Source: an optimization exercise on an open RTL-to-GDS flow (aim: small area). Production flows keep margins and buffers that such runs may drop. Function was checked by simulation only, so behaviour that the tests miss may differ from the original. No run shown here takes its clock network from TritonCTS; it comes from the design's own scripts or RTL. The flow treats the clock pin as an ideal source. Dropping or thinning the clock tree relies on that and would not hold on a real chip. Power figures rest on the tool's default switching activity, not on a simulated workload.

==> flow/design.v, too long to show whole: its modules and the start of the top module <==
// module bw_o22ai: 3 lines
// module bw_a22oi: 3 lines
// module bw_a222oi: 4 lines
// module bw_nand2: 3 lines
// module bw_nor2: 3 lines
// module bw_inv: 3 lines
// module banner_window_extract: 526 lines
// module banner_scroller: 70 lines
module banner_scroller (
    input  logic              clk,
    input  logic              rst_n,
    input  logic              enable,
    input  logic              scroll_tick,
    output logic [ADDR_W-1:0] rom_addr,
    input  logic [WORD_W-1:0] rom_data,
    output logic              row_valid,
    input  logic              row_ready,
    output logic [3:0]        row_idx,
    output logic [WIN_W-1:0]  row_pixels,
    output logic              frame_done,
    output logic [OFF_W-1:0]  offset
);
  // ...
==> flow/flow/run.sh <==
#!/bin/bash
# Own layout flow: the standard ORFS flow (standard.sh) on a copy of ORFS's scripts, with
# these changes:
#  - ABC maps for area (amap) instead of ORFS's delay-driven "map -B 0.9" area script;
#  - port buffering uses the smallest buffer (buf_1) instead of the default choice;
#  - after floorplanning, flow/inv2.tcl makes every inverter an inv_2 (same area, more drive).
# Every tool's output goes to ORFS's own per-step logs under orfs/logs, plus standard.log here.
set -euo pipefail
W=$PWD
# worst register clock-pin slew (ns) that the clock tree must reach by estimate
CTS_TARGET=0.115
rm -rf "$W/scripts"
cp -r "$FLOW_HOME/scripts" "$W/scripts"
cp "$W/flow/abc_area.script" "$W/scripts/abc_area.script"
python3 - "$W/scripts/cts.tcl" "$W/flow/mancts.tcl" "$CTS_TARGET" "$W/flow/cts_candidates.txt" <<'PY'
import sys
path, man, target, cands = sys.argv[1:]
src = open(path).read()
old = "log_cmd clock_tree_synthesis {*}$cts_args"
assert src.count(old) == 1
cand = open(cands).read().strip()
src = src.replace(old, f"source {man}\nbench_manual_cts {target} {{{cand}}}\nset_propagated_clock [all_clocks]")
open(path, "w").write(src)
PY
python3 - "$W/scripts/floorplan.tcl" "$W/flow/inv2.tcl" <<'PY'
import sys
path, tcl = sys.argv[1:]
src = open(path).read()
old = "source_step_tcl POST FLOORPLAN"
assert src.count(old) == 1
src = src.replace(old, old + f"\nsource {tcl}")
open(path, "w").write(src)
PY
export SCRIPTS_DIR="$W/scripts"
export BUFFER_PORTS_ARGS="-buffer_cell sky130_fd_sc_hd__buf_1"
bash "$W/standard.sh" > "$W/standard.log" 2>&1
==> flow/flow/abc_area.script <==
strash
dch
amap
topo
stime -c
==> flow/flow/inv2.tcl <==
# Every inverter becomes inv_2: it has the same area as inv_1 and clkinv_1 but twice the drive,
# so the select lines of the window shifter need no repair buffers.
set n 0
foreach inst [[ord::get_db_block] getInsts] {
  set m [[$inst getMaster] getName]
  if {$m == "sky130_fd_sc_hd__inv_1" || $m == "sky130_fd_sc_hd__clkinv_1"} {
    replace_cell [$inst getName] sky130_fd_sc_hd__inv_2
    incr n
  }
}
puts "inv2.tcl: $n inverters made inv_2"
==> flow/flow/mancts.tcl <==

proc my_kmeans { sinks nleaf } {
  set n [llength $sinks]
  set sorted [lsort -integer -index 1 $sinks]
  set centers {}
  for {set k 0} {$k < $nleaf} {incr k} {
    set s [lindex $sorted [expr {int(($k + 0.5) * $n / $nleaf)}]]
    lappend centers [list [lindex $s 1] [lindex $s 2]]
  }
  for {set iter 0} {$iter < 50} {incr iter} {
    set groups {}
    for {set k 0} {$k < $nleaf} {incr k} { lappend groups {} }
    foreach s $sinks {
      set best 0; set bd 1e30
      for {set k 0} {$k < $nleaf} {incr k} {
        lassign [lindex $centers $k] cx cy
        set d [expr {abs([lindex $s 1]-$cx) + abs([lindex $s 2]-$cy)}]
        if {$d < $bd} {set bd $d; set best $k}
      }
      lset groups $best [concat [lindex $groups $best] [list $s]]
    }
    set newc {}
    for {set k 0} {$k < $nleaf} {incr k} {
      set g [lindex $groups $k]
      if {[llength $g] == 0} { lappend newc [lindex $centers $k]; continue }
      set sx 0; set sy 0
      foreach s $g { set sx [expr {$sx + [lindex $s 1]}]; set sy [expr {$sy + [lindex $s 2]}] }
      lappend newc [list [expr {int($sx / [llength $g])}] [expr {int($sy / [llength $g])}]]
    }
    set centers $newc
  }
  return [list $groups $centers]
}

proc my_clock_slew { } {
  estimate_parasitics -placement
  set mx 0
  foreach pin [get_pins -hierarchical */CLK] {
    set s [get_property $pin slew_max]
    if {$s > $mx} {set mx $s}
  }
  return $mx
}

proc my_make_level { block parent_net items nclu master tag } {
  # items: list of {iterm x y}; makes nclu buffers fed by parent_net, each driving one cluster
  # of items; returns list of {inst net count} and list of {A-iterm x y} of the new buffers
  lassign [my_kmeans $items $nclu] groups centers
  set made {}
  set feeds {}
  for {set k 0} {$k < $nclu} {incr k} {
    set g [lindex $groups $k]
    if {[llength $g] == 0} continue
    set net [odb::dbNet_create $block "clknet_${tag}_$k"]
    $net setSigType CLOCK
    set inst [odb::dbInst_create $block $master "clkbuf_${tag}_$k"]
    [$inst findITerm A] connect $parent_net
    [$inst findITerm X] connect $net
    foreach s $g { set it [lindex $s 0]; $it disconnect; $it connect $net }
    lassign [lindex $centers $k] cx cy
    $inst setLocation $cx $cy
    $inst setPlacementStatus PLACED
    lappend made [list $inst $net [llength $g]]
    lappend feeds [list [$inst findITerm A] $cx $cy]
  }
  return [list $made $feeds]
}

proc my_manual_cts { target_ns candidates } {
  # candidates: {nleaf leaf_master nmid mid_master} (nmid 0: leaves fed by the port)
  set block [ord::get_db_block]
  set clknet [$block findNet clk]
  $clknet setSigType CLOCK
  set sinks {}
  foreach it [$clknet getITerms] {
    lassign [[$it getInst] getLocation] x y
    lappend sinks [list $it $x $y]
  }
  set_propagated_clock [all_clocks]
  foreach cand $candidates {
    lassign $cand nleaf leaf_name nmid mid_name
    lassign [my_make_level $block $clknet $sinks $nleaf [[ord::get_db] findMaster $leaf_name] leaf] made feeds
    set made_mid {}
    if {$nmid > 0} {
      lassign [my_make_level $block $clknet $feeds $nmid [[ord::get_db] findMaster $mid_name] mid] made_mid feeds2
    }
    detailed_placement
    set slew [my_clock_slew]
    puts "manual cts: $nleaf x $leaf_name under $nmid x $mid_name: estimated worst clock-pin slew [format %.1f [expr {$slew * 1000}]] ps"
    if {$slew <= $target_ns} {
      foreach m [concat $made_mid $made] { puts "  [[lindex $m 0] getName]: drives [lindex $m 2]" }
      return
    }
    foreach m [concat $made_mid $made] {
      lassign $m inst net cnt
      foreach it [$net getITerms] {
        if {[$it getInst] != $inst} { $it disconnect; $it connect $clknet }
      }
      [$inst findITerm A] disconnect
      [$inst findITerm X] disconnect
      odb::dbInst_destroy $inst
      odb::dbNet_destroy $net
    }
  }
  error "manual cts: no candidate met the clock slew target"
}
==> flow/standard.sh <==
#!/bin/bash
# synth_recipe.tcl (not shown) runs the flow's synth.tcl, then flattens the netlist and writes it again
# the make line also repeats each setting of config.mk as NAME=value (left out here)
make -C /OpenROAD-flow-scripts/flow DESIGN_CONFIG=/design/flow/config.mk WORK_HOME=/design/flow/orfs CLKGATE_MAP_FILE= SYNTH_SCRIPT=/design/flow/synth_recipe.tcl "${@:-finish}"
==> flow/config.mk <==
export PLATFORM = sky130hd
export DESIGN_NAME = banner_scroller
export DESIGN_NICKNAME = banner_scroller
export VERILOG_FILES = /design/flow/design.v
export SDC_FILE = /design/flow/constraint.sdc
export NUM_CORES = 8
export LEC_CHECK = 0
export ABC_AREA = 1
export CAP_MARGIN = 5
export CORE_MARGIN = 2
export CORE_UTILIZATION = 65
export PLACE_DENSITY = 0.85
export SLEW_MARGIN = 5
export SYNTH_HIERARCHICAL = 1
==> flow/constraint.sdc <==
create_clock -name core_clock -period 7.0 [get_ports {clk}]
set_input_delay 1.4000 -clock core_clock [delete_from_list [all_inputs] [get_ports {clk}]]
set_output_delay 1.4000 -clock core_clock [all_outputs]
set_load 0.01 [all_outputs]
Not shown: flow/flow/cts_candidates.txt
==> results.yml, run 1 <==
outcome:
  status: "timing/DRC/antenna clean"
synth:
  seq_area_frac_synth_pct: 30.1
  synth_compound_area_share_pct: 59.4
global_routing:
  grt_pass1_wl_um: 18500
  use_met2_pct: 69.1
routing:
  routed.top_layer: "met4"
  drt-initial-drc-count: 953
  viasPerCell: 8.33
  drt_pass1_iterations: 10
layout:
  nMultiInputCombCells: 299
  diodes: 0
  largestRegisters: "pix_q (32), off_q (7), idx_q (4)"
  top_register: "pix_q"
  fillers: 363
  multi_input_area_share_pct: 56.4
  seq_area_um2: 941
die:
  start_util_pct: 66.7
timing:
  finalHoldViolCount: 0
  fin_ws_ns: 3.72
place:
  hpwl_um: 8260
  port_buffers: 124
  post-place-cells: 546
clock_tree:
  cts_setup_buffers: 0
  cts.clk_slew.worst_paths_ns: 0.11
worst_setup_path:
  rr_endpoint: "pix_q[18]"
worst_hold_path:
  hold_path_depth: 2
==> inputs of run 2 (changes only) <==
==> flow/design.v (replaced) <==
package banner_scroller_pkg;
    localparam int WORD_W = 71;
    localparam int ROWS   = 15;
    localparam int WIN_W  = 32;
    localparam int GAP    = 8;
    localparam int ADDR_W = 5;
    localparam int OFF_W  = 7;
endpackage
import banner_scroller_pkg::*;
module bw_o22ai (input logic a1, input logic a2, input logic b1, input logic b2, output logic y);
    assign y = ~((a1 | a2) & (b1 | b2));
endmodule
module bw_a22oi (input logic a1, input logic a2, input logic b1, input logic b2, output logic y);
    assign y = ~((a1 & a2) | (b1 & b2));
endmodule
module bw_a222oi (input logic a1, input logic a2, input logic b1, input logic b2,
                  input logic c1, input logic c2, output logic y);
    assign y = ~((a1 & a2) | (b1 & b2) | (c1 & c2));
endmodule
module bw_nand2 (input logic a, input logic b, output logic y);
    assign y = ~(a & b);
endmodule
module bw_nor2 (input logic a, input logic b, output logic y);
    assign y = ~(a | b);
endmodule
module bw_inv (input logic a, output logic y);
    assign y = ~a;
endmodule
module banner_window_extract (
    input  logic [WORD_W-1:0] rom_data,
    input  logic [OFF_W-1:0]  offset,
    input  logic              load,
    input  logic [WIN_W-1:0]  pix_q,
    output logic [WIN_W-1:0]  pix_d
);
    wire o1;
    assign o1 = offset[1];
    wire o2;
    assign o2 = offset[2];
    wire o3;
    assign o3 = offset[3];
    wire o4;
    assign o4 = offset[4];
    wire o5;
    assign o5 = offset[5];
    wire o6;
    assign o6 = offset[6];
    wire s65_1;
    assign s65_1 = o5;
    wire s65_2;
    assign s65_2 = o6;
    wire s65_1_n;
    assign s65_1_n = o5_n;
    wire s65_2_n;
    assign s65_2_n = o6_n;
    wire o1_n;
    wire o2_n;
    wire o3_n;
    wire o4_n;
    wire o5_n;
    wire o6_n;
    wire s65_0_n;
    wire s65_0;
    wire lda_n;
    wire lda;
    wire ldb_n;
    wire ldb;
    wire hold;
    wire self_n0;
    wire self;
    wire self_n;
    wire w0;
    wire w1;
    wire w2;
    wire w3;
    wire w4;
    wire w5;
    wire w6;
    wire w7;
    wire w8;
    wire w9;
    wire w10;
    wire w11;
    wire w12;
    wire w13;
    wire w14;
    wire w15;
    wire w16;
    wire w17;
    wire w18;
    wire w19;
    wire w20;
    wire w21;
    wire w22;
    wire w23;
    wire w24;
    wire w25;
    wire w26;
    wire w27;
    wire w28;
    wire w29;
    wire w30;
    wire w31;
    wire w32;
    wire w33;
    wire w34;
    wire w35;
    wire w36;
    wire w37;
    wire w38;
    wire w39;
    wire w40;
    wire w41;
    wire w42;
    wire w43;
    wire w44;
    wire w45;
    wire w46;
    wire w47;
    wire w48;
    wire w49;
    wire w50;
    wire w51;
    wire w52;
    wire w53;
    wire w54;
    wire w55;
    wire w56;
    wire w57;
    wire w58;
    wire w59;
    wire w60;
    wire w61;
    wire w62;
    wire w63;
    wire w64;
    wire w65;
    wire w66;
    wire w67;
    wire w68;
    wire w69;
    wire w70;
    wire w71;
    wire w72;
    wire w73;
    wire w74;
    wire w75;
    wire w76;
    wire w77;
    wire w78;
    wire w79;
    wire w80;
    wire w81;
    wire w82;
    wire w83;
    wire w84;
    wire w85;
    wire w86;
    wire w87;
    wire w88;
    wire w89;
    wire w90;
    wire w91;
    wire w92;
    wire w93;
    wire w94;
    wire w95;
    wire w96;
    wire w97;
    wire w98;
    wire w99;
    wire w100;
    wire w101;
    wire w102;
    wire w103;
    wire w104;
    wire w105;
    wire w106;
    wire w107;
    wire w108;
    wire w109;
    wire w110;
    wire w111;
    wire w112;
    wire w113;
    wire w114;
    wire w115;
    wire w116;
    wire w117;
    wire w118;
    wire w119;
    wire w120;
    wire w121;
    wire w122;
    wire w123;
    wire w124;
    wire w125;
    wire w126;
    wire w127;
    wire w128;
    wire w129;
    wire w130;
    wire w131;
    wire w132;
    wire w133;
    wire w134;
    wire w135;
    wire w136;
    wire w137;
    wire w138;
    wire w139;
    wire w140;
    wire w141;
    wire w142;
    wire w143;
    wire w144;
    wire w145;
    wire w146;
    wire w147;
    wire w148;
    wire w149;
    wire w150;
    wire w151;
    wire w152;
    wire w153;
    wire w154;
    wire w155;
    wire w156;
    wire w157;
    wire w158;
    wire w159;
    wire w160;
    wire w161;
    wire w162;
    wire w163;
    wire w164;
    wire w165;
    wire w166;
    wire w167;
    wire w168;
    wire w169;
    wire w170;
    wire w171;
    wire w172;
    wire w173;
    wire w174;
    wire w175;
    wire w176;
    wire w177;
    wire w178;
    wire w179;
    wire w180;
    wire w181;
    wire w182;
    wire w183;
    wire w184;
    wire w185;
    wire w186;
    wire w187;
    wire w188;
    wire w189;
    wire w190;
    wire w191;
    wire w192;
    wire w193;
    wire w194;
    wire w195;
    wire w196;
    wire w197;
    wire w198;
    wire w199;
    wire w200;
    wire w201;
    wire w202;
    wire w203;
    wire w204;
    wire w205;
    wire w206;
    wire w207;
    wire w208;
    wire w209;
    wire w210;
    wire w211;
    wire w212;
    wire w213;
    wire w214;
    wire w215;
    wire w216;
    bw_inv u0 (.a(offset[1]), .y(o1_n));
    bw_inv u1 (.a(offset[2]), .y(o2_n));
    bw_inv u2 (.a(offset[3]), .y(o3_n));
    bw_inv u3 (.a(offset[4]), .y(o4_n));
    bw_inv u4 (.a(offset[5]), .y(o5_n));
    bw_inv u5 (.a(offset[6]), .y(o6_n));
    bw_nand2 u6 (.a(o5_n), .b(o6_n), .y(s65_0_n));
    bw_inv u7 (.a(s65_0_n), .y(s65_0));
    bw_nand2 u8 (.a(load), .b(o1_n), .y(lda_n));
    bw_inv u9 (.a(lda_n), .y(lda));
    bw_nand2 u10 (.a(load), .b(offset[1]), .y(ldb_n));
    bw_inv u11 (.a(ldb_n), .y(ldb));
    bw_inv u12 (.a(load), .y(hold));
    bw_nand2 u13 (.a(load), .b(offset[0]), .y(self_n0));
    bw_inv u14 (.a(self_n0), .y(self));
    bw_inv u15 (.a(self), .y(self_n));
    bw_a222oi u16 (.a1(s65_0), .a2(rom_data[70]), .b1(s65_1), .b2(rom_data[38]), .c1(s65_2), .c2(rom_data[6]), .y(w0));
    bw_a222oi u17 (.a1(s65_0), .a2(rom_data[54]), .b1(s65_1), .b2(rom_data[22]), .c1(s65_2), .c2(rom_data[69]), .y(w1));
    bw_o22ai u18 (.a1(w0), .a2(o4), .b1(w1), .b2(o4_n), .y(w2));
    bw_a22oi u19 (.a1(s65_0), .a2(rom_data[62]), .b1(s65_1), .b2(rom_data[30]), .y(w3));
    bw_a222oi u20 (.a1(s65_0), .a2(rom_data[46]), .b1(s65_1), .b2(rom_data[14]), .c1(s65_2), .c2(rom_data[61]), .y(w4));
    bw_o22ai u21 (.a1(w3), .a2(o4), .b1(w4), .b2(o4_n), .y(w5));
    bw_o22ai u22 (.a1(w2), .a2(o3), .b1(w5), .b2(o3_n), .y(w6));
    bw_a222oi u23 (.a1(s65_0), .a2(rom_data[66]), .b1(s65_1), .b2(rom_data[34]), .c1(s65_2), .c2(rom_data[2]), .y(w7));
    bw_a222oi u24 (.a1(s65_0), .a2(rom_data[50]), .b1(s65_1), .b2(rom_data[18]), .c1(s65_2), .c2(rom_data[65]), .y(w8));
    bw_o22ai u25 (.a1(w7), .a2(o4), .b1(w8), .b2(o4_n), .y(w9));
    bw_a22oi u26 (.a1(s65_0), .a2(rom_data[58]), .b1(s65_1), .b2(rom_data[26]), .y(w10));
    bw_a222oi u27 (.a1(s65_0), .a2(rom_data[42]), .b1(s65_1), .b2(rom_data[10]), .c1(s65_2), .c2(rom_data[57]), .y(w11));
    bw_o22ai u28 (.a1(w10), .a2(o4), .b1(w11), .b2(o4_n), .y(w12));
    bw_o22ai u29 (.a1(w9), .a2(o3), .b1(w12), .b2(o3_n), .y(w13));
    bw_o22ai u30 (.a1(w6), .a2(o2), .b1(w13), .b2(o2_n), .y(w14));
    bw_a222oi u31 (.a1(s65_0), .a2(rom_data[68]), .b1(s65_1), .b2(rom_data[36]), .c1(s65_2), .c2(rom_data[4]), .y(w15));
    bw_a222oi u32 (.a1(s65_0), .a2(rom_data[52]), .b1(s65_1), .b2(rom_data[20]), .c1(s65_2), .c2(rom_data[67]), .y(w16));
    bw_o22ai u33 (.a1(w15), .a2(o4), .b1(w16), .b2(o4_n), .y(w17));
    bw_a22oi u34 (.a1(s65_0), .a2(rom_data[60]), .b1(s65_1), .b2(rom_data[28]), .y(w18));
    bw_a222oi u35 (.a1(s65_0), .a2(rom_data[44]), .b1(s65_1), .b2(rom_data[12]), .c1(s65_2), .c2(rom_data[59]), .y(w19));
    bw_o22ai u36 (.a1(w18), .a2(o4), .b1(w19), .b2(o4_n), .y(w20));
    bw_o22ai u37 (.a1(w17), .a2(o3), .b1(w20), .b2(o3_n), .y(w21));
    bw_a222oi u38 (.a1(s65_0), .a2(rom_data[64]), .b1(s65_1), .b2(rom_data[32]), .c1(s65_2), .c2(rom_data[0]), .y(w22));
    bw_a222oi u39 (.a1(s65_0), .a2(rom_data[48]), .b1(s65_1), .b2(rom_data[16]), .c1(s65_2), .c2(rom_data[63]), .y(w23));
    bw_o22ai u40 (.a1(w22), .a2(o4), .b1(w23), .b2(o4_n), .y(w24));
    bw_a22oi u41 (.a1(s65_0), .a2(rom_data[56]), .b1(s65_1), .b2(rom_data[24]), .y(w25));
    bw_a222oi u42 (.a1(s65_0), .a2(rom_data[40]), .b1(s65_1), .b2(rom_data[8]), .c1(s65_2), .c2(rom_data[55]), .y(w26));
    bw_o22ai u43 (.a1(w25), .a2(o4), .b1(w26), .b2(o4_n), .y(w27));
    bw_o22ai u44 (.a1(w24), .a2(o3), .b1(w27), .b2(o3_n), .y(w28));
    bw_o22ai u45 (.a1(w21), .a2(o2), .b1(w28), .b2(o2_n), .y(w29));
    bw_a222oi u46 (.a1(lda), .a2(w14), .b1(ldb), .b2(w29), .c1(hold), .c2(pix_q[31]), .y(w30));
    bw_a222oi u47 (.a1(s65_0), .a2(rom_data[69]), .b1(s65_1), .b2(rom_data[37]), .c1(s65_2), .c2(rom_data[5]), .y(w31));
    bw_a222oi u48 (.a1(s65_0), .a2(rom_data[53]), .b1(s65_1), .b2(rom_data[21]), .c1(s65_2), .c2(rom_data[68]), .y(w32));
    bw_o22ai u49 (.a1(w31), .a2(o4), .b1(w32), .b2(o4_n), .y(w33));
    bw_a22oi u50 (.a1(s65_0), .a2(rom_data[61]), .b1(s65_1), .b2(rom_data[29]), .y(w34));
    bw_a222oi u51 (.a1(s65_0), .a2(rom_data[45]), .b1(s65_1), .b2(rom_data[13]), .c1(s65_2), .c2(rom_data[60]), .y(w35));
    bw_o22ai u52 (.a1(w34), .a2(o4), .b1(w35), .b2(o4_n), .y(w36));
    bw_o22ai u53 (.a1(w33), .a2(o3), .b1(w36), .b2(o3_n), .y(w37));
    bw_a222oi u54 (.a1(s65_0), .a2(rom_data[65]), .b1(s65_1), .b2(rom_data[33]), .c1(s65_2), .c2(rom_data[1]), .y(w38));
    bw_a222oi u55 (.a1(s65_0), .a2(rom_data[49]), .b1(s65_1), .b2(rom_data[17]), .c1(s65_2), .c2(rom_data[64]), .y(w39));
    bw_o22ai u56 (.a1(w38), .a2(o4), .b1(w39), .b2(o4_n), .y(w40));
    bw_a22oi u57 (.a1(s65_0), .a2(rom_data[57]), .b1(s65_1), .b2(rom_data[25]), .y(w41));
    bw_a222oi u58 (.a1(s65_0), .a2(rom_data[41]), .b1(s65_1), .b2(rom_data[9]), .c1(s65_2), .c2(rom_data[56]), .y(w42));
    bw_o22ai u59 (.a1(w41), .a2(o4), .b1(w42), .b2(o4_n), .y(w43));
    bw_o22ai u60 (.a1(w40), .a2(o3), .b1(w43), .b2(o3_n), .y(w44));
    bw_o22ai u61 (.a1(w37), .a2(o2), .b1(w44), .b2(o2_n), .y(w45));
    bw_a222oi u62 (.a1(s65_0), .a2(rom_data[67]), .b1(s65_1), .b2(rom_data[35]), .c1(s65_2), .c2(rom_data[3]), .y(w46));
    bw_a222oi u63 (.a1(s65_0), .a2(rom_data[51]), .b1(s65_1), .b2(rom_data[19]), .c1(s65_2), .c2(rom_data[66]), .y(w47));
    bw_o22ai u64 (.a1(w46), .a2(o4), .b1(w47), .b2(o4_n), .y(w48));
    bw_a22oi u65 (.a1(s65_0), .a2(rom_data[59]), .b1(s65_1), .b2(rom_data[27]), .y(w49));
    bw_a222oi u66 (.a1(s65_0), .a2(rom_data[43]), .b1(s65_1), .b2(rom_data[11]), .c1(s65_2), .c2(rom_data[58]), .y(w50));
    bw_o22ai u67 (.a1(w49), .a2(o4), .b1(w50), .b2(o4_n), .y(w51));
    bw_o22ai u68 (.a1(w48), .a2(o3), .b1(w51), .b2(o3_n), .y(w52));
    bw_a22oi u69 (.a1(s65_0), .a2(rom_data[63]), .b1(s65_1), .b2(rom_data[31]), .y(w53));
    bw_a222oi u70 (.a1(s65_0), .a2(rom_data[47]), .b1(s65_1), .b2(rom_data[15]), .c1(s65_2), .c2(rom_data[62]), .y(w54));
    bw_o22ai u71 (.a1(w53), .a2(o4), .b1(w54), .b2(o4_n), .y(w55));
    bw_a222oi u72 (.a1(s65_0), .a2(rom_data[55]), .b1(s65_1), .b2(rom_data[23]), .c1(s65_2), .c2(rom_data[70]), .y(w56));
    bw_a222oi u73 (.a1(s65_0), .a2(rom_data[39]), .b1(s65_1), .b2(rom_data[7]), .c1(s65_2), .c2(rom_data[54]), .y(w57));
    bw_o22ai u74 (.a1(w56), .a2(o4), .b1(w57), .b2(o4_n), .y(w58));
    bw_o22ai u75 (.a1(w55), .a2(o3), .b1(w58), .b2(o3_n), .y(w59));
    bw_o22ai u76 (.a1(w52), .a2(o2), .b1(w59), .b2(o2_n), .y(w60));
    bw_a222oi u77 (.a1(lda), .a2(w45), .b1(ldb), .b2(w60), .c1(hold), .c2(pix_q[30]), .y(w61));
    bw_a222oi u78 (.a1(s65_0), .a2(rom_data[38]), .b1(s65_1), .b2(rom_data[6]), .c1(s65_2), .c2(rom_data[53]), .y(w62));
    bw_o22ai u79 (.a1(w1), .a2(o4), .b1(w62), .b2(o4_n), .y(w63));
    bw_o22ai u80 (.a1(w5), .a2(o3), .b1(w63), .b2(o3_n), .y(w64));
    bw_o22ai u81 (.a1(w13), .a2(o2), .b1(w64), .b2(o2_n), .y(w65));
    bw_a222oi u82 (.a1(lda), .a2(w29), .b1(ldb), .b2(w65), .c1(hold), .c2(pix_q[29]), .y(w66));
    bw_a222oi u83 (.a1(s65_0), .a2(rom_data[37]), .b1(s65_1), .b2(rom_data[5]), .c1(s65_2), .c2(rom_data[52]), .y(w67));
    bw_o22ai u84 (.a1(w32), .a2(o4), .b1(w67), .b2(o4_n), .y(w68));
    bw_o22ai u85 (.a1(w36), .a2(o3), .b1(w68), .b2(o3_n), .y(w69));
    bw_o22ai u86 (.a1(w44), .a2(o2), .b1(w69), .b2(o2_n), .y(w70));
    bw_a222oi u87 (.a1(lda), .a2(w60), .b1(ldb), .b2(w70), .c1(hold), .c2(pix_q[28]), .y(w71));
    bw_a222oi u88 (.a1(s65_0), .a2(rom_data[36]), .b1(s65_1), .b2(rom_data[4]), .c1(s65_2), .c2(rom_data[51]), .y(w72));
    bw_o22ai u89 (.a1(w16), .a2(o4), .b1(w72), .b2(o4_n), .y(w73));
    bw_o22ai u90 (.a1(w20), .a2(o3), .b1(w73), .b2(o3_n), .y(w74));
    bw_o22ai u91 (.a1(w28), .a2(o2), .b1(w74), .b2(o2_n), .y(w75));
    bw_a222oi u92 (.a1(lda), .a2(w65), .b1(ldb), .b2(w75), .c1(hold), .c2(pix_q[27]), .y(w76));
    bw_a222oi u93 (.a1(s65_0), .a2(rom_data[35]), .b1(s65_1), .b2(rom_data[3]), .c1(s65_2), .c2(rom_data[50]), .y(w77));
    bw_o22ai u94 (.a1(w47), .a2(o4), .b1(w77), .b2(o4_n), .y(w78));
    bw_o22ai u95 (.a1(w51), .a2(o3), .b1(w78), .b2(o3_n), .y(w79));
    bw_o22ai u96 (.a1(w59), .a2(o2), .b1(w79), .b2(o2_n), .y(w80));
    bw_a222oi u97 (.a1(lda), .a2(w70), .b1(ldb), .b2(w80), .c1(hold), .c2(pix_q[26]), .y(w81));
    bw_a222oi u98 (.a1(s65_0), .a2(rom_data[34]), .b1(s65_1), .b2(rom_data[2]), .c1(s65_2), .c2(rom_data[49]), .y(w82));
    bw_o22ai u99 (.a1(w8), .a2(o4), .b1(w82), .b2(o4_n), .y(w83));
    bw_o22ai u100 (.a1(w12), .a2(o3), .b1(w83), .b2(o3_n), .y(w84));
    bw_o22ai u101 (.a1(w64), .a2(o2), .b1(w84), .b2(o2_n), .y(w85));
    bw_a222oi u102 (.a1(lda), .a2(w75), .b1(ldb), .b2(w85), .c1(hold), .c2(pix_q[25]), .y(w86));
    bw_a222oi u103 (.a1(s65_0), .a2(rom_data[33]), .b1(s65_1), .b2(rom_data[1]), .c1(s65_2), .c2(rom_data[48]), .y(w87));
    bw_o22ai u104 (.a1(w39), .a2(o4), .b1(w87), .b2(o4_n), .y(w88));
    bw_o22ai u105 (.a1(w43), .a2(o3), .b1(w88), .b2(o3_n), .y(w89));
    bw_o22ai u106 (.a1(w69), .a2(o2), .b1(w89), .b2(o2_n), .y(w90));
    bw_a222oi u107 (.a1(lda), .a2(w80), .b1(ldb), .b2(w90), .c1(hold), .c2(pix_q[24]), .y(w91));
    bw_a222oi u108 (.a1(s65_0), .a2(rom_data[32]), .b1(s65_1), .b2(rom_data[0]), .c1(s65_2), .c2(rom_data[47]), .y(w92));
    bw_o22ai u109 (.a1(w23), .a2(o4), .b1(w92), .b2(o4_n), .y(w93));
    bw_o22ai u110 (.a1(w27), .a2(o3), .b1(w93), .b2(o3_n), .y(w94));
    bw_o22ai u111 (.a1(w74), .a2(o2), .b1(w94), .b2(o2_n), .y(w95));
    bw_a222oi u112 (.a1(lda), .a2(w85), .b1(ldb), .b2(w95), .c1(hold), .c2(pix_q[23]), .y(w96));
    bw_a22oi u113 (.a1(s65_0), .a2(rom_data[31]), .b1(s65_2), .b2(rom_data[46]), .y(w97));
    bw_o22ai u114 (.a1(w54), .a2(o4), .b1(w97), .b2(o4_n), .y(w98));
    bw_o22ai u115 (.a1(w58), .a2(o3), .b1(w98), .b2(o3_n), .y(w99));
    bw_o22ai u116 (.a1(w79), .a2(o2), .b1(w99), .b2(o2_n), .y(w100));
    bw_a222oi u117 (.a1(lda), .a2(w90), .b1(ldb), .b2(w100), .c1(hold), .c2(pix_q[22]), .y(w101));
    bw_a22oi u118 (.a1(s65_0), .a2(rom_data[30]), .b1(s65_2), .b2(rom_data[45]), .y(w102));
    bw_o22ai u119 (.a1(w4), .a2(o4), .b1(w102), .b2(o4_n), .y(w103));
    bw_o22ai u120 (.a1(w63), .a2(o3), .b1(w103), .b2(o3_n), .y(w104));
    bw_o22ai u121 (.a1(w84), .a2(o2), .b1(w104), .b2(o2_n), .y(w105));
    bw_a222oi u122 (.a1(lda), .a2(w95), .b1(ldb), .b2(w105), .c1(hold), .c2(pix_q[21]), .y(w106));
    bw_a22oi u123 (.a1(s65_0), .a2(rom_data[29]), .b1(s65_2), .b2(rom_data[44]), .y(w107));
    bw_o22ai u124 (.a1(w35), .a2(o4), .b1(w107), .b2(o4_n), .y(w108));
    bw_o22ai u125 (.a1(w68), .a2(o3), .b1(w108), .b2(o3_n), .y(w109));
    bw_o22ai u126 (.a1(w89), .a2(o2), .b1(w109), .b2(o2_n), .y(w110));
    bw_a222oi u127 (.a1(lda), .a2(w100), .b1(ldb), .b2(w110), .c1(hold), .c2(pix_q[20]), .y(w111));
    bw_a22oi u128 (.a1(s65_0), .a2(rom_data[28]), .b1(s65_2), .b2(rom_data[43]), .y(w112));
    bw_o22ai u129 (.a1(w19), .a2(o4), .b1(w112), .b2(o4_n), .y(w113));
    bw_o22ai u130 (.a1(w73), .a2(o3), .b1(w113), .b2(o3_n), .y(w114));
    bw_o22ai u131 (.a1(w94), .a2(o2), .b1(w114), .b2(o2_n), .y(w115));
    bw_a222oi u132 (.a1(lda), .a2(w105), .b1(ldb), .b2(w115), .c1(hold), .c2(pix_q[19]), .y(w116));
    bw_a22oi u133 (.a1(s65_0), .a2(rom_data[27]), .b1(s65_2), .b2(rom_data[42]), .y(w117));
    bw_o22ai u134 (.a1(w50), .a2(o4), .b1(w117), .b2(o4_n), .y(w118));
    bw_o22ai u135 (.a1(w78), .a2(o3), .b1(w118), .b2(o3_n), .y(w119));
    bw_o22ai u136 (.a1(w99), .a2(o2), .b1(w119), .b2(o2_n), .y(w120));
    bw_a222oi u137 (.a1(lda), .a2(w110), .b1(ldb), .b2(w120), .c1(hold), .c2(pix_q[18]), .y(w121));
    bw_a22oi u138 (.a1(s65_0), .a2(rom_data[26]), .b1(s65_2), .b2(rom_data[41]), .y(w122));
    bw_o22ai u139 (.a1(w11), .a2(o4), .b1(w122), .b2(o4_n), .y(w123));
    bw_o22ai u140 (.a1(w83), .a2(o3), .b1(w123), .b2(o3_n), .y(w124));
    bw_o22ai u141 (.a1(w104), .a2(o2), .b1(w124), .b2(o2_n), .y(w125));
    bw_a222oi u142 (.a1(lda), .a2(w115), .b1(ldb), .b2(w125), .c1(hold), .c2(pix_q[17]), .y(w126));
    bw_a22oi u143 (.a1(s65_0), .a2(rom_data[25]), .b1(s65_2), .b2(rom_data[40]), .y(w127));
    bw_o22ai u144 (.a1(w42), .a2(o4), .b1(w127), .b2(o4_n), .y(w128));
    bw_o22ai u145 (.a1(w88), .a2(o3), .b1(w128), .b2(o3_n), .y(w129));
    bw_o22ai u146 (.a1(w109), .a2(o2), .b1(w129), .b2(o2_n), .y(w130));
    bw_a222oi u147 (.a1(lda), .a2(w120), .b1(ldb), .b2(w130), .c1(hold), .c2(pix_q[16]), .y(w131));
    bw_nand2 u148 (.a(s65_0), .b(rom_data[24]), .y(w132));
    bw_o22ai u149 (.a1(w26), .a2(o4), .b1(w132), .b2(o4_n), .y(w133));
    bw_o22ai u150 (.a1(w93), .a2(o3), .b1(w133), .b2(o3_n), .y(w134));
    bw_o22ai u151 (.a1(w114), .a2(o2), .b1(w134), .b2(o2_n), .y(w135));
    bw_a222oi u152 (.a1(lda), .a2(w125), .b1(ldb), .b2(w135), .c1(hold), .c2(pix_q[15]), .y(w136));
    bw_o22ai u153 (.a1(rom_data[23]), .a2(o5), .b1(rom_data[70]), .b2(o5_n), .y(w137));
    bw_o22ai u154 (.a1(w57), .a2(o4), .b1(w137), .b2(o4_n), .y(w138));
    bw_o22ai u155 (.a1(w98), .a2(o3), .b1(w138), .b2(o3_n), .y(w139));
    bw_o22ai u156 (.a1(w119), .a2(o2), .b1(w139), .b2(o2_n), .y(w140));
    bw_a222oi u157 (.a1(lda), .a2(w130), .b1(ldb), .b2(w140), .c1(hold), .c2(pix_q[14]), .y(w141));
    bw_o22ai u158 (.a1(rom_data[22]), .a2(o5), .b1(rom_data[69]), .b2(o5_n), .y(w142));
    bw_o22ai u159 (.a1(w62), .a2(o4), .b1(w142), .b2(o4_n), .y(w143));
    bw_o22ai u160 (.a1(w103), .a2(o3), .b1(w143), .b2(o3_n), .y(w144));
    bw_o22ai u161 (.a1(w124), .a2(o2), .b1(w144), .b2(o2_n), .y(w145));
    bw_a222oi u162 (.a1(lda), .a2(w135), .b1(ldb), .b2(w145), .c1(hold), .c2(pix_q[13]), .y(w146));
    bw_o22ai u163 (.a1(rom_data[21]), .a2(o5), .b1(rom_data[68]), .b2(o5_n), .y(w147));
    bw_o22ai u164 (.a1(w67), .a2(o4), .b1(w147), .b2(o4_n), .y(w148));
    bw_o22ai u165 (.a1(w108), .a2(o3), .b1(w148), .b2(o3_n), .y(w149));
    bw_o22ai u166 (.a1(w129), .a2(o2), .b1(w149), .b2(o2_n), .y(w150));
    bw_a222oi u167 (.a1(lda), .a2(w140), .b1(ldb), .b2(w150), .c1(hold), .c2(pix_q[12]), .y(w151));
    bw_o22ai u168 (.a1(rom_data[20]), .a2(o5), .b1(rom_data[67]), .b2(o5_n), .y(w152));
    bw_o22ai u169 (.a1(w72), .a2(o4), .b1(w152), .b2(o4_n), .y(w153));
    bw_o22ai u170 (.a1(w113), .a2(o3), .b1(w153), .b2(o3_n), .y(w154));
    bw_o22ai u171 (.a1(w134), .a2(o2), .b1(w154), .b2(o2_n), .y(w155));
    bw_a222oi u172 (.a1(lda), .a2(w145), .b1(ldb), .b2(w155), .c1(hold), .c2(pix_q[11]), .y(w156));
    bw_o22ai u173 (.a1(rom_data[19]), .a2(o5), .b1(rom_data[66]), .b2(o5_n), .y(w157));
    bw_o22ai u174 (.a1(w77), .a2(o4), .b1(w157), .b2(o4_n), .y(w158));
    bw_o22ai u175 (.a1(w118), .a2(o3), .b1(w158), .b2(o3_n), .y(w159));
    bw_o22ai u176 (.a1(w139), .a2(o2), .b1(w159), .b2(o2_n), .y(w160));
    bw_a222oi u177 (.a1(lda), .a2(w150), .b1(ldb), .b2(w160), .c1(hold), .c2(pix_q[10]), .y(w161));
    bw_o22ai u178 (.a1(rom_data[18]), .a2(o5), .b1(rom_data[65]), .b2(o5_n), .y(w162));
    bw_o22ai u179 (.a1(w82), .a2(o4), .b1(w162), .b2(o4_n), .y(w163));
    bw_o22ai u180 (.a1(w123), .a2(o3), .b1(w163), .b2(o3_n), .y(w164));
    bw_o22ai u181 (.a1(w144), .a2(o2), .b1(w164), .b2(o2_n), .y(w165));
    bw_a222oi u182 (.a1(lda), .a2(w155), .b1(ldb), .b2(w165), .c1(hold), .c2(pix_q[9]), .y(w166));
    bw_o22ai u183 (.a1(rom_data[17]), .a2(o5), .b1(rom_data[64]), .b2(o5_n), .y(w167));
    bw_o22ai u184 (.a1(w87), .a2(o4), .b1(w167), .b2(o4_n), .y(w168));
    bw_o22ai u185 (.a1(w128), .a2(o3), .b1(w168), .b2(o3_n), .y(w169));
    bw_o22ai u186 (.a1(w149), .a2(o2), .b1(w169), .b2(o2_n), .y(w170));
    bw_a222oi u187 (.a1(lda), .a2(w160), .b1(ldb), .b2(w170), .c1(hold), .c2(pix_q[8]), .y(w171));
    bw_o22ai u188 (.a1(rom_data[16]), .a2(o5), .b1(rom_data[63]), .b2(o5_n), .y(w172));
    bw_o22ai u189 (.a1(w92), .a2(o4), .b1(w172), .b2(o4_n), .y(w173));
    bw_o22ai u190 (.a1(w133), .a2(o3), .b1(w173), .b2(o3_n), .y(w174));
    bw_o22ai u191 (.a1(w154), .a2(o2), .b1(w174), .b2(o2_n), .y(w175));
    bw_a222oi u192 (.a1(lda), .a2(w165), .b1(ldb), .b2(w175), .c1(hold), .c2(pix_q[7]), .y(w176));
    bw_o22ai u193 (.a1(rom_data[15]), .a2(o5), .b1(rom_data[62]), .b2(o5_n), .y(w177));
    bw_o22ai u194 (.a1(w97), .a2(o4), .b1(w177), .b2(o4_n), .y(w178));
    bw_o22ai u195 (.a1(w138), .a2(o3), .b1(w178), .b2(o3_n), .y(w179));
    bw_o22ai u196 (.a1(w159), .a2(o2), .b1(w179), .b2(o2_n), .y(w180));
    bw_a222oi u197 (.a1(lda), .a2(w170), .b1(ldb), .b2(w180), .c1(hold), .c2(pix_q[6]), .y(w181));
    bw_o22ai u198 (.a1(rom_data[14]), .a2(o5), .b1(rom_data[61]), .b2(o5_n), .y(w182));
    bw_o22ai u199 (.a1(w102), .a2(o4), .b1(w182), .b2(o4_n), .y(w183));
    bw_o22ai u200 (.a1(w143), .a2(o3), .b1(w183), .b2(o3_n), .y(w184));
    bw_o22ai u201 (.a1(w164), .a2(o2), .b1(w184), .b2(o2_n), .y(w185));
    bw_a222oi u202 (.a1(lda), .a2(w175), .b1(ldb), .b2(w185), .c1(hold), .c2(pix_q[5]), .y(w186));
    bw_o22ai u203 (.a1(rom_data[13]), .a2(o5), .b1(rom_data[60]), .b2(o5_n), .y(w187));
    bw_o22ai u204 (.a1(w107), .a2(o4), .b1(w187), .b2(o4_n), .y(w188));
    bw_o22ai u205 (.a1(w148), .a2(o3), .b1(w188), .b2(o3_n), .y(w189));
    bw_o22ai u206 (.a1(w169), .a2(o2), .b1(w189), .b2(o2_n), .y(w190));
    bw_a222oi u207 (.a1(lda), .a2(w180), .b1(ldb), .b2(w190), .c1(hold), .c2(pix_q[4]), .y(w191));
    bw_o22ai u208 (.a1(rom_data[12]), .a2(o5), .b1(rom_data[59]), .b2(o5_n), .y(w192));
    bw_o22ai u209 (.a1(w112), .a2(o4), .b1(w192), .b2(o4_n), .y(w193));
    bw_o22ai u210 (.a1(w153), .a2(o3), .b1(w193), .b2(o3_n), .y(w194));
    bw_o22ai u211 (.a1(w174), .a2(o2), .b1(w194), .b2(o2_n), .y(w195));
    bw_a222oi u212 (.a1(lda), .a2(w185), .b1(ldb), .b2(w195), .c1(hold), .c2(pix_q[3]), .y(w196));
    bw_o22ai u213 (.a1(rom_data[11]), .a2(o5), .b1(rom_data[58]), .b2(o5_n), .y(w197));
    bw_o22ai u214 (.a1(w117), .a2(o4), .b1(w197), .b2(o4_n), .y(w198));
    bw_o22ai u215 (.a1(w158), .a2(o3), .b1(w198), .b2(o3_n), .y(w199));
    bw_o22ai u216 (.a1(w179), .a2(o2), .b1(w199), .b2(o2_n), .y(w200));
    bw_a222oi u217 (.a1(lda), .a2(w190), .b1(ldb), .b2(w200), .c1(hold), .c2(pix_q[2]), .y(w201));
    bw_o22ai u218 (.a1(rom_data[10]), .a2(o5), .b1(rom_data[57]), .b2(o5_n), .y(w202));
    bw_o22ai u219 (.a1(w122), .a2(o4), .b1(w202), .b2(o4_n), .y(w203));
    bw_o22ai u220 (.a1(w163), .a2(o3), .b1(w203), .b2(o3_n), .y(w204));
    bw_o22ai u221 (.a1(w184), .a2(o2), .b1(w204), .b2(o2_n), .y(w205));
    bw_a222oi u222 (.a1(lda), .a2(w195), .b1(ldb), .b2(w205), .c1(hold), .c2(pix_q[1]), .y(w206));
    bw_o22ai u223 (.a1(rom_data[9]), .a2(o5), .b1(rom_data[56]), .b2(o5_n), .y(w207));
    bw_o22ai u224 (.a1(w127), .a2(o4), .b1(w207), .b2(o4_n), .y(w208));
    bw_o22ai u225 (.a1(w168), .a2(o3), .b1(w208), .b2(o3_n), .y(w209));
    bw_o22ai u226 (.a1(w189), .a2(o2), .b1(w209), .b2(o2_n), .y(w210));
    bw_a222oi u227 (.a1(lda), .a2(w200), .b1(ldb), .b2(w210), .c1(hold), .c2(pix_q[0]), .y(w211));
    bw_o22ai u228 (.a1(rom_data[8]), .a2(o5), .b1(rom_data[55]), .b2(o5_n), .y(w212));
    bw_o22ai u229 (.a1(w132), .a2(o4), .b1(w212), .b2(o4_n), .y(w213));
    bw_o22ai u230 (.a1(w173), .a2(o3), .b1(w213), .b2(o3_n), .y(w214));
    bw_o22ai u231 (.a1(w194), .a2(o2), .b1(w214), .b2(o2_n), .y(w215));
    bw_o22ai u232 (.a1(w205), .a2(o1), .b1(w215), .b2(o1_n), .y(w216));
    bw_o22ai u233 (.a1(w30), .a2(self), .b1(w61), .b2(self_n), .y(pix_d[31]));
    bw_o22ai u234 (.a1(w61), .a2(self), .b1(w66), .b2(self_n), .y(pix_d[30]));
    bw_o22ai u235 (.a1(w66), .a2(self), .b1(w71), .b2(self_n), .y(pix_d[29]));
    bw_o22ai u236 (.a1(w71), .a2(self), .b1(w76), .b2(self_n), .y(pix_d[28]));
    bw_o22ai u237 (.a1(w76), .a2(self), .b1(w81), .b2(self_n), .y(pix_d[27]));
    bw_o22ai u238 (.a1(w81), .a2(self), .b1(w86), .b2(self_n), .y(pix_d[26]));
    bw_o22ai u239 (.a1(w86), .a2(self), .b1(w91), .b2(self_n), .y(pix_d[25]));
    bw_o22ai u240 (.a1(w91), .a2(self), .b1(w96), .b2(self_n), .y(pix_d[24]));
    bw_o22ai u241 (.a1(w96), .a2(self), .b1(w101), .b2(self_n), .y(pix_d[23]));
    bw_o22ai u242 (.a1(w101), .a2(self), .b1(w106), .b2(self_n), .y(pix_d[22]));
    bw_o22ai u243 (.a1(w106), .a2(self), .b1(w111), .b2(self_n), .y(pix_d[21]));
    bw_o22ai u244 (.a1(w111), .a2(self), .b1(w116), .b2(self_n), .y(pix_d[20]));
    bw_o22ai u245 (.a1(w116), .a2(self), .b1(w121), .b2(self_n), .y(pix_d[19]));
    bw_o22ai u246 (.a1(w121), .a2(self), .b1(w126), .b2(self_n), .y(pix_d[18]));
    bw_o22ai u247 (.a1(w126), .a2(self), .b1(w131), .b2(self_n), .y(pix_d[17]));
    bw_o22ai u248 (.a1(w131), .a2(self), .b1(w136), .b2(self_n), .y(pix_d[16]));
    bw_o22ai u249 (.a1(w136), .a2(self), .b1(w141), .b2(self_n), .y(pix_d[15]));
    bw_o22ai u250 (.a1(w141), .a2(self), .b1(w146), .b2(self_n), .y(pix_d[14]));
    bw_o22ai u251 (.a1(w146), .a2(self), .b1(w151), .b2(self_n), .y(pix_d[13]));
    bw_o22ai u252 (.a1(w151), .a2(self), .b1(w156), .b2(self_n), .y(pix_d[12]));
    bw_o22ai u253 (.a1(w156), .a2(self), .b1(w161), .b2(self_n), .y(pix_d[11]));
    bw_o22ai u254 (.a1(w161), .a2(self), .b1(w166), .b2(self_n), .y(pix_d[10]));
    bw_o22ai u255 (.a1(w166), .a2(self), .b1(w171), .b2(self_n), .y(pix_d[9]));
    bw_o22ai u256 (.a1(w171), .a2(self), .b1(w176), .b2(self_n), .y(pix_d[8]));
    bw_o22ai u257 (.a1(w176), .a2(self), .b1(w181), .b2(self_n), .y(pix_d[7]));
    bw_o22ai u258 (.a1(w181), .a2(self), .b1(w186), .b2(self_n), .y(pix_d[6]));
    bw_o22ai u259 (.a1(w186), .a2(self), .b1(w191), .b2(self_n), .y(pix_d[5]));
    bw_o22ai u260 (.a1(w191), .a2(self), .b1(w196), .b2(self_n), .y(pix_d[4]));
    bw_o22ai u261 (.a1(w196), .a2(self), .b1(w201), .b2(self_n), .y(pix_d[3]));
    bw_o22ai u262 (.a1(w201), .a2(self), .b1(w206), .b2(self_n), .y(pix_d[2]));
    bw_o22ai u263 (.a1(w206), .a2(self), .b1(w211), .b2(self_n), .y(pix_d[1]));
    bw_o22ai u264 (.a1(w211), .a2(self), .b1(w216), .b2(self_n), .y(pix_d[0]));
endmodule
import banner_scroller_pkg::*;
module banner_scroller (
    input  logic              clk,
    input  logic              rst_n,
    input  logic              enable,
    input  logic              scroll_tick,
    output logic [ADDR_W-1:0] rom_addr,
    input  logic [WORD_W-1:0] rom_data,
    output logic              row_valid,
    input  logic              row_ready,
    output logic [3:0]        row_idx,
    output logic [WIN_W-1:0]  row_pixels,
    output logic              frame_done,
    output logic [OFF_W-1:0]  offset
);
    logic             st1_q, st0_q;
    logic [3:0]       idx_q;
    logic [WIN_W-1:0] pix_q;
    logic             fd_q;
    logic [OFF_W-1:0] off_q;
    logic             pend_q;
    logic [WIN_W-1:0] pix_d;
    banner_window_extract u_extract (
        .rom_data (rom_data),
        .offset   (off_q),
        .load     (st1_q & st0_q),
        .pix_q    (pix_q),
        .pix_d    (pix_d)
    );
    wire present = st1_q & ~st0_q;
    wire accept  = present & row_ready;
    wire last    = &idx_q[3:1];
    wire fend    = accept & last;
    wire ostep = fend & pend_q;
    wire off_wrap = off_q[6] & off_q[3] & off_q[2] & off_q[1];
    always_ff @(posedge clk) begin
        pix_q <= pix_d;
    end
    always_ff @(posedge clk) begin
        if (!rst_n) begin
            st1_q  <= 1'b0;
            st0_q  <= 1'b0;
            idx_q  <= '0;
            fd_q   <= 1'b0;
            off_q  <= '0;
            pend_q <= 1'b0;
        end else begin
            st1_q  <= st0_q | (st1_q & ~row_ready);
            st0_q  <= st1_q ? (~st0_q & row_ready & enable) : (st0_q | enable);
            fd_q   <= fend;
            pend_q <= scroll_tick | (pend_q & ~fend);
            idx_q[0] <= idx_q[0] ^ (accept & ~last);
            idx_q[1] <= ~fend & (idx_q[1] ^ (accept & idx_q[0]));
            idx_q[2] <= ~fend & (idx_q[2] ^ (accept & idx_q[0] & idx_q[1]));
            idx_q[3] <= ~fend & (idx_q[3] ^ (accept & idx_q[0] & idx_q[1] & idx_q[2]));
            off_q[0] <= off_q[0] ^ (ostep & ~off_wrap);
            off_q[1] <= ~(ostep & off_wrap) & (off_q[1] ^ (ostep & off_q[0]));
            off_q[2] <= ~(ostep & off_wrap) & (off_q[2] ^ (ostep & (&off_q[1:0])));
            off_q[3] <= ~(ostep & off_wrap) & (off_q[3] ^ (ostep & (&off_q[2:0])));
            off_q[4] <= off_q[4] ^ (ostep & (&off_q[3:0]));
            off_q[5] <= off_q[5] ^ (ostep & (&off_q[4:0]));
            off_q[6] <= ~(ostep & off_wrap) & (off_q[6] ^ (ostep & (&off_q[5:0])));
        end
    end
    assign rom_addr   = {1'b0, idx_q};
    assign row_valid  = present;
    assign row_idx    = idx_q;
    assign row_pixels = pix_q;
    assign frame_done = fd_q;
    assign offset     = off_q;
endmodule
--- a/flow/flow/run.sh
+++ b/flow/flow/run.sh
@@ -1,14 +1,15 @@
 #!/bin/bash
 # Own layout flow: the standard ORFS flow (standard.sh) on a copy of ORFS's scripts, with
 # these changes:
 #  - ABC maps for area (amap) instead of ORFS's delay-driven "map -B 0.9" area script;
 #  - port buffering uses the smallest buffer (buf_1) instead of the default choice;
-#  - after floorplanning, flow/inv2.tcl makes every inverter an inv_2 (same area, more drive).
+#  - after floorplanning, flow/inv2.tcl makes every inverter an inv_2 (same area, more drive)
+#    and every flip-flop with many loads a dfxtp_2.
 # Every tool's output goes to ORFS's own per-step logs under orfs/logs, plus standard.log here.
 set -euo pipefail
 W=$PWD
 # worst register clock-pin slew (ns) that the clock tree must reach by estimate
 CTS_TARGET=0.115
 rm -rf "$W/scripts"
 cp -r "$FLOW_HOME/scripts" "$W/scripts"
 cp "$W/flow/abc_area.script" "$W/scripts/abc_area.script"
==> flow/flow/inv2.tcl (replaced) <==
# Drive strengths before placement: every inverter becomes inv_2 (same area as inv_1 and
# clkinv_1, twice the drive), and every flip-flop whose output has more than 12 loads becomes
# dfxtp_2, so the window shifter's select lines need no repair buffers.
set n 0
set f 0
foreach inst [[ord::get_db_block] getInsts] {
  set m [[$inst getMaster] getName]
  if {$m == "sky130_fd_sc_hd__inv_1" || $m == "sky130_fd_sc_hd__clkinv_1"} {
    replace_cell [$inst getName] sky130_fd_sc_hd__inv_2
    incr n
  } elseif {$m == "sky130_fd_sc_hd__dfxtp_1"} {
    set q [$inst findITerm Q]
    set net [$q getNet]
    if {$net != "NULL" && [llength [$net getITerms]] > 13} {
      replace_cell [$inst getName] sky130_fd_sc_hd__dfxtp_2
      incr f
    }
  }
}
puts "inv2.tcl: $n inverters made inv_2, $f flip-flops made dfxtp_2"
==> run 2 against run 1 <==
Compared with the run above:
- still clean
- sequential share of layout area increased by 0.20 points
- worst setup slack got worse by 0.80 ns
- sequential power about the same
- register-to-register slack lost 0.80 ns
- clock skew down 0.0078 ns
- die area shrank 0.57%
- routed wire length is 2.3% lower
- combinational power hardly changed
- sequential cell count did not move
- critical endpoint is now pix_q[10]
==> results.yml, run 2 <==
worst_hold_path:
  hold_path_class: "reg2reg"
worst_setup_path:
  regToRegSetupSlack_ns: 2.92
  cp.required_ns: 7.01
  critical_path.max_fanout: 59
  startpoint: "off_q[5]"
  endpoint: "pix_q[10]"
  endpoint_kind: "flop"
  timing.rr.start: "off_q[5]"
  path_class: "reg2reg"
  rr_endpoint: "pix_q[10]"
  r2r_cells: 9
  critPathLaunchType: "flop"
  cp.arrival_ns: 4.09
synth:
  seq_area_frac_synth_pct: 30.3
  synth_nets: 446
  synth_area_per_cell_um2: 8.45
  synth_flop_cell: "dfxtp_1"
  yosysWarnings: 7
  synth.cell_area_um2: 3110
  synth.distinct_cells: 22
  yosysMostFrequentCell: "o22ai_1"
  synth.ff_latch_count: 47
  synth_area_leaders: "o22ai_1, dfxtp_1, a222oi_1, a22oi_1, clkinv_1"
  yosysTopAreaCell: "o22ai_1"
  yosysTopAreaCellShare_pct: 34.2
  async_flop_share_pct: 0
  synthTopCellsByCount: "o22ai_1, a222oi_1, dfxtp_1, clkinv_1, nor2_1"
  synth_edf_count: 0
  syn_inst: 368
power:
  power_leakage_uw: 0.00113
  p_per_area_nw_per_um2: 208
  ir_drop_mv: 0.268
layout:
  seq_area_um2: 947
  drive_gt1_share_pct: 4.91
  nets: 569
  multiInputGateArea_um2: 2070
  top_register: "pix_q"
  layout_commonest_cell: "o22ai_1"
  diodes: 0
  largest_reg_flops: 32
  fin_util_pct: 78.6
  fillers: 362
  largestRegisters: "pix_q (32), off_q (7), idx_q (4)"
  final_cell_mix: "o22ai_1, buf_1, a222oi_1"
  syn_to_final_growth_pct: 17.7
job:
  cap_violations: 0
routing:
  drt-initial-drc-count: 1027
  drt_pass1_iterations: 12
  wirelength_um: 12300
  viasPerCell: 8.37
  drc: 0
  ant_nets: 0
  num_vias: 4545
  routedWlPerCell_um: 22.7
global_routing:
  antenna_found_initial: 0
  grtUsageTotal_pct: 42.1
  grt_pass1_wl_um: 18100
  grt_max_degree: 60
  grt_pass1_vias: 3681
  grt_remaining_overflow: 0
timing:
  finalHoldViolCount: 0
  timing.fmax_mhz: 245
  setup_viol: 0
  fin_tns_setup_ns: 0
  max_slew_margin_pct: 34.2
  min_period_over_period_pct: 58.3
  layout_min_cycle_time_ns: 4.08
  drv_slew: 0
  worst_pin_slew_ns: 0.988
  fin_worst_skew_ns: 0.00594
  rsz0062_at_grt: "false"
die:
  die_area_um2: 5350
  start_util_pct: 66.7
  io_pins: 126
  coreArea_um2: 4660
  die_w_um: 73.2
  die_h_um: 73.2
  row_count: 25
place:
  hpwl_um: 7960
  port_buffers: 124
  place_congestion: 0.898
clock_tree:
  cts_setup_buffers: 0
  insertion_delay_ns: 0.16
  ctsResizeCount: 0
  cts.clk_slew.worst_paths_ns: 0.09
  hold_buffers: 0
outcome:
  status: "timing/DRC/antenna clean"
## run 2: per-module statistics from Yosys (local to each module, per instance), a selection
module           copies in the design  cells inside  cell area [µm²]  flops+latches
bw_a222oi                          63             1             10.0              0
bw_o22ai                          170             1             6.26              0
bw_a22oi                           15             1             7.51              0
bw_inv                             12             1             3.75              0
banner_scroller                     1           103             1240             47
bw_nand2                            5             1             3.75              0
## run 2: cell families after synthesis
| logic type | share of synthesized area (%) |
|---|---|
| AOI/OAI and AO/OA | 59.7 |
| adders and majority gates | 0.805 |
| buffers and inverters | 3.26 |
| DFF | 30.3 |
| other | 0.121 |
| and+or+nand+nor | 5.84 |
## run 2: power by group
| group | internal (µW) | leakage [µW] | switching (µW) | total, µW |
|---|---|---|---|---|
| registers | 329 | 0.000392 | 43.5 | 372 |
| clock network | 52.4 | 0.0000246 | 68.2 | 121 |
| logic | 96.5 | 0.000716 | 172 | 268 |
## run 2: how the worst min path moves through the flow
| stage | startpoint | end | slack [ns] | cells after the start |
|---|---|---|---|---|
| 2_1_floorplan | pend_q | pend_q | 0.47 | 2 |
| 3_3_place_gp | idx_q[0] | idx_q[0] | 0.47 | 2 |
| 3_5_place_dp | idx_q[0] | idx_q[0] | 0.49 | 2 |
| 4_1_cts | idx_q[0] | idx_q[0] | 0.52 | 2 |
| 5_1_grt | idx_q[0] | idx_q[0] | 0.53 | 2 |
| 6_report | idx_q[0] | idx_q[0] | 0.51 | 2 |
## run 2: area by class of cell
type	count	area share, %
Multi-Input combinational cell	299	56.5
Sequential cell	47	25.9
Timing Repair Buffer	124	12.7
Tap cell	54	1.85
Inverter	17	1.74
Buffer	2	1.37
## run 2: stage by stage
step / worst slack (ns) / hold slack, ns / instance area (µm²) / instances / power (µW)
global route: 2.87 / 0.530 / 3660 / 543 / 783
finish: 2.92 / 0.512 / 3660 / 543 / 761
CTS: 3.21 / 0.516 / 3660 / 543 / 742
global placement: 3.48 / 0.473 / 3610 / 541 / 600
floorplan: 2.45 / 0.473 / 3110 / 368 / 509
detailed placement: 3.37 / 0.492 / 3610 / 541 / 611
## run 2: critical path, cell delays in order, from the launching register on
cell and delay, ns:
dfxtp_2 0.99, inv_2 0.34, nand2_1 0.17, inv_2 0.28, a222oi_1 0.50, o22ai_1 0.17, o22ai_1 0.42, o22ai_1 0.26
a222oi_1 0.61, o22ai_1 0.19
## run 2: routing by layer
layer  routed length [µm]  track usage (%)  up-vias  share of wire [%]
met5                    0                0        -                  0
met4                  693             20.8        0                5.6
met3                 1610             4.97       80                 13
met2                 5510             68.4      462                 45
met1                 4500             55.1     2007                 37
li1                     -                -     1996                  -

what the ideal ports hide:
Ports are ideal in the flow. The routed layouts listed here were re-timed in OpenROAD. Step 1 sets driving cells, clkbuf_16 on the clock port and buf_2 on the other inputs (assumed; they add their load-dependent delay and slew). Step 2, shift: input delay + t, output delay - t, t = (earliest + latest rising clock arrival at the registers) / 2. This alone moves slack from input paths to output paths. Three values: ideal, step 1, step 2; two values: the first two.
| run | t, ns | setup WS [ns] | hold WS [ns] | latest minus earliest clock arrival (ns) |
|---|---|---|---|---|
| run 1 | 0.579 | 3.716 / 3.716 / 3.368 | 0.524 / 0.524 / 0.524 | 0.015 / 0.014 |
| run 2 | 0.202 | 2.919 / 2.919 / 2.919 | 0.512 / 0.512 / 0.512 | 0.005 / 0.006 |
After both steps every run listed still meets setup and hold. The setup slack of run 1, which loses most, moves by 0.000 ns with the drivers and by -0.348 ns with both steps.
